This design comes from an exercise in tuning for small area, a short achievable clock period and few clock cycles on the open sky130 flow, not from production work.
Function was checked by simulation only, so behaviour that the tests miss may differ from the original.
Power is estimated from default activity; no workload was simulated.

Design cpu_top, start of the top module:
module cpu_top (
    input  logic        clk,
    input  logic        rst_n,
    output logic [31:0] mem_addr,
    output logic [31:0] mem_wdata,
    output logic        mem_read,
    output logic        mem_write,
    input  logic [31:0] mem_rdata,
    input  logic        mem_ready,
    output logic        halted,
    output logic [7:0]  cpu_flags
);
For scale: about 1200 flip-flops, about 110 I/O pins, ~65000 um^2 of cells after synthesis.
Settings: LEC_CHECK=0, CAP_MARGIN=30, CELL_PAD_IN_SITES_DETAIL_PLACEMENT=1, CELL_PAD_IN_SITES_GLOBAL_PLACEMENT=2, CORE_MARGIN=2, CORE_UTILIZATION=40, CTS_CLUSTER_DIAMETER=100, CTS_CLUSTER_SIZE=20, PLACE_DENSITY=0.55, SLEW_MARGIN=20, SYNTH_HIERARCHICAL=1, TNS_END_PERCENT=20; clock period 11.0 ns.
standard.sh (not shown) runs the stock make flow with config.mk's settings and CLKGATE_MAP_FILE= SYNTH_SCRIPT=/design/flow/synth_recipe.tcl, a recipe that flattens the netlist after the stock synthesis.
==> flow/flow/run.sh <==
#!/bin/bash
set -euo pipefail
bash standard.sh synth > synth.log 2>&1
bash standard.sh SETUP_SLACK_MARGIN=6.5 finish > layout.log 2>&1
The starting point finished clean.
Testbench counts at the start, summed over its fixed seeds: cycles 31,909.
Edit:
==> flow/flow/run.sh (replaced) <==
#!/bin/bash
set -euo pipefail
bash standard.sh synth > synth.log 2>&1
bash standard.sh SETUP_SLACK_MARGIN=7 finish > layout.log 2>&1
Settings changed: TNS_END_PERCENT 20 to 30.
What happened:
- The new run ran to the end with no violations
- critical path depth climbs by 3
- worst setup slack improved by 0.21 ns
- combinational power climbs by about a fifth
- synthesized cell count is unchanged
- sequential power hardly moves
- global-route usage climbs by 1.2 points
- power climbs by a few percent
- via count climbs by a few percent

---

old:
Another version of the RTL of cpu_top (not shown whole).
Size: ~5500 cells after synthesis, ~1200 flip-flops, about 110 I/O pins.
export LEC_CHECK = 0
export CAP_MARGIN = 30
export CELL_PAD_IN_SITES_DETAIL_PLACEMENT = 1
export CELL_PAD_IN_SITES_GLOBAL_PLACEMENT = 2
export CORE_MARGIN = 2
export CORE_UTILIZATION = 40
export CTS_CLUSTER_DIAMETER = 100
export CTS_CLUSTER_SIZE = 20
export PLACE_DENSITY = 0.55
export SLEW_MARGIN = 20
export SYNTH_HIERARCHICAL = 1
export TNS_END_PERCENT = 15
create_clock -name core_clock -period 11.0 [get_ports {clk}]
==> flow/flow/run.sh <==
#!/bin/bash
set -euo pipefail
bash standard.sh synth > synth.log 2>&1
bash standard.sh SETUP_SLACK_MARGIN=6.9 finish > layout.log 2>&1
Testbench counts of old, summed over its fixed seeds: cycles 31,599.
Input changes introduced in new (baseline for comparison: old):
# old
export LEC_CHECK = 0
export CAP_MARGIN = 30
export CELL_PAD_IN_SITES_DETAIL_PLACEMENT = 1
export CELL_PAD_IN_SITES_GLOBAL_PLACEMENT = 2
export CORE_MARGIN = 2
export CORE_UTILIZATION = 40
export CTS_CLUSTER_DIAMETER = 100
export CTS_CLUSTER_SIZE = 20
export PLACE_DENSITY = 0.55
export SLEW_MARGIN = 20
export SYNTH_HIERARCHICAL = 1
export TNS_END_PERCENT = 15
create_clock -name core_clock -period 11.0 [get_ports {clk}]
# new
export LEC_CHECK = 0
export CAP_MARGIN = 30
export CELL_PAD_IN_SITES_DETAIL_PLACEMENT = 1
export CELL_PAD_IN_SITES_GLOBAL_PLACEMENT = 2
export CORE_MARGIN = 2
export CORE_UTILIZATION = 45
export CTS_CLUSTER_DIAMETER = 100
export CTS_CLUSTER_SIZE = 20
export PLACE_DENSITY = 0.6
export SLEW_MARGIN = 20
export SYNTH_HIERARCHICAL = 1
export TNS_END_PERCENT = 20
create_clock -name core_clock -period 11.0 [get_ports {clk}]
==> flow/flow/run.sh <==
#!/bin/bash
set -euo pipefail
bash standard.sh synth > synth.log 2>&1
bash standard.sh SETUP_SLACK_MARGIN=6.5 finish > layout.log 2>&1
Findings:
- From the logs: new reached the end of the flow and failed the layout checks with max-capacitance violations, max-slew violations.
- The worst stage delay on the critical path number comes out higher for new vs old.
- In the reports for new and old, the larger number of detailed-route iterations in the first pass belongs to new.
- The more densely filled core belongs to new, not old.
- Comparing new and old, data required time of the worst path is lower on new.
- A library cell contributing the largest single delay on the critical path of or4_4 is what old shows, while nor3_2 belongs to new.
- The global-route usage number comes out higher for new vs old.
- A endpoint of the worst setup timing path of u_core.x_use is what old shows, while u_core.x_b[2] belongs to new.

---

Setup of rev 12:
Starting RTL as in the previous note.
clock: 11.0 ns
lec_check: 0
cap_margin: 30
cell_pad_in_sites_detail_placement: 1
cell_pad_in_sites_global_placement: 2
core_margin: 2
core_utilization: 40
cts_cluster_diameter: 100
cts_cluster_size: 20
place_density: 0.55
slew_margin: 20
synth_hierarchical: 1
tns_end_percent: 20
==> flow/flow/run.sh <==
#!/bin/bash
set -euo pipefail
bash standard.sh synth > synth.log 2>&1
bash standard.sh SETUP_SLACK_MARGIN=6.7 finish > layout.log 2>&1
Looking at the reports, rev 12 completed the entire flow and the layout it produced met the timing, design-rule and antenna checks.
Testbench counts of rev 12, summed over its fixed seeds: cycles 31,599.
## Diff of input files: rev 13 against rev 12
==> flow/flow/run.sh <==
#!/bin/bash
set -euo pipefail
bash standard.sh synth > synth.log 2>&1
bash standard.sh SETUP_SLACK_MARGIN=6.5 finish > layout.log 2>&1
==> run summary <==
The final layout from rev 13, which completed every stage, passed the timing, design-rule and antenna checks at the end of the flow.
Compared to rev 12, rev 13 has number of antenna violations at the first check in global routing about 13% lower.
In rev 13, the part of the power in the clock network came out 0.7 points above the value in rev 12.
Looking at met1 layer wirelength in the final routing across rev 12 and rev 13, the one that comes out lower is rev 12.
Relative to rev 12, maximum cell stage delay along the critical path has increased by 20 ps in rev 13.

-- static timing again, ports no longer ideal --
No port has a modelled driver above. Below, the same layouts with a new extraction and two added sets of constraints.
Step 1 (the two cells are an assumption about what drives the block):
set clk [get_ports {clk}]
set_driving_cell -lib_cell sky130_fd_sc_hd__clkbuf_16 $clk
set_driving_cell -lib_cell sky130_fd_sc_hd__buf_2 [delete_from_list [all_inputs] $clk]
Step 2 moves the port delays by t, midway between the first and last clock arrival at a register: inputs arrive t later, outputs are due t later. That takes back most of the time a late clock gives input paths.
Three values: ideal ports, drivers, drivers and shift; two values: the first two.
run | shift t [ns] | slack for setup (ns) | worst data-port slew with drivers (ns)
the first run of note 1 | 0.843 | 6.257 / 6.257 / 5.674 | 0.08
the second run of note 1 | 0.833 | 6.470 / 6.461 / 6.009 | 0.06
old | 0.840 | 6.447 / 6.447 / 5.988 | 0.08
new | 0.825 | 6.114 / 6.114 / 5.879 | 0.12
rev 12 | 0.833 | 6.374 / 6.374 / 5.772 | 0.14
rev 13 | 0.828 | 6.330 / 6.318 / 5.623 | 0.16
The setup slack of rev 13, which loses most, moves by -0.012 ns with the drivers and by -0.707 ns with both steps.
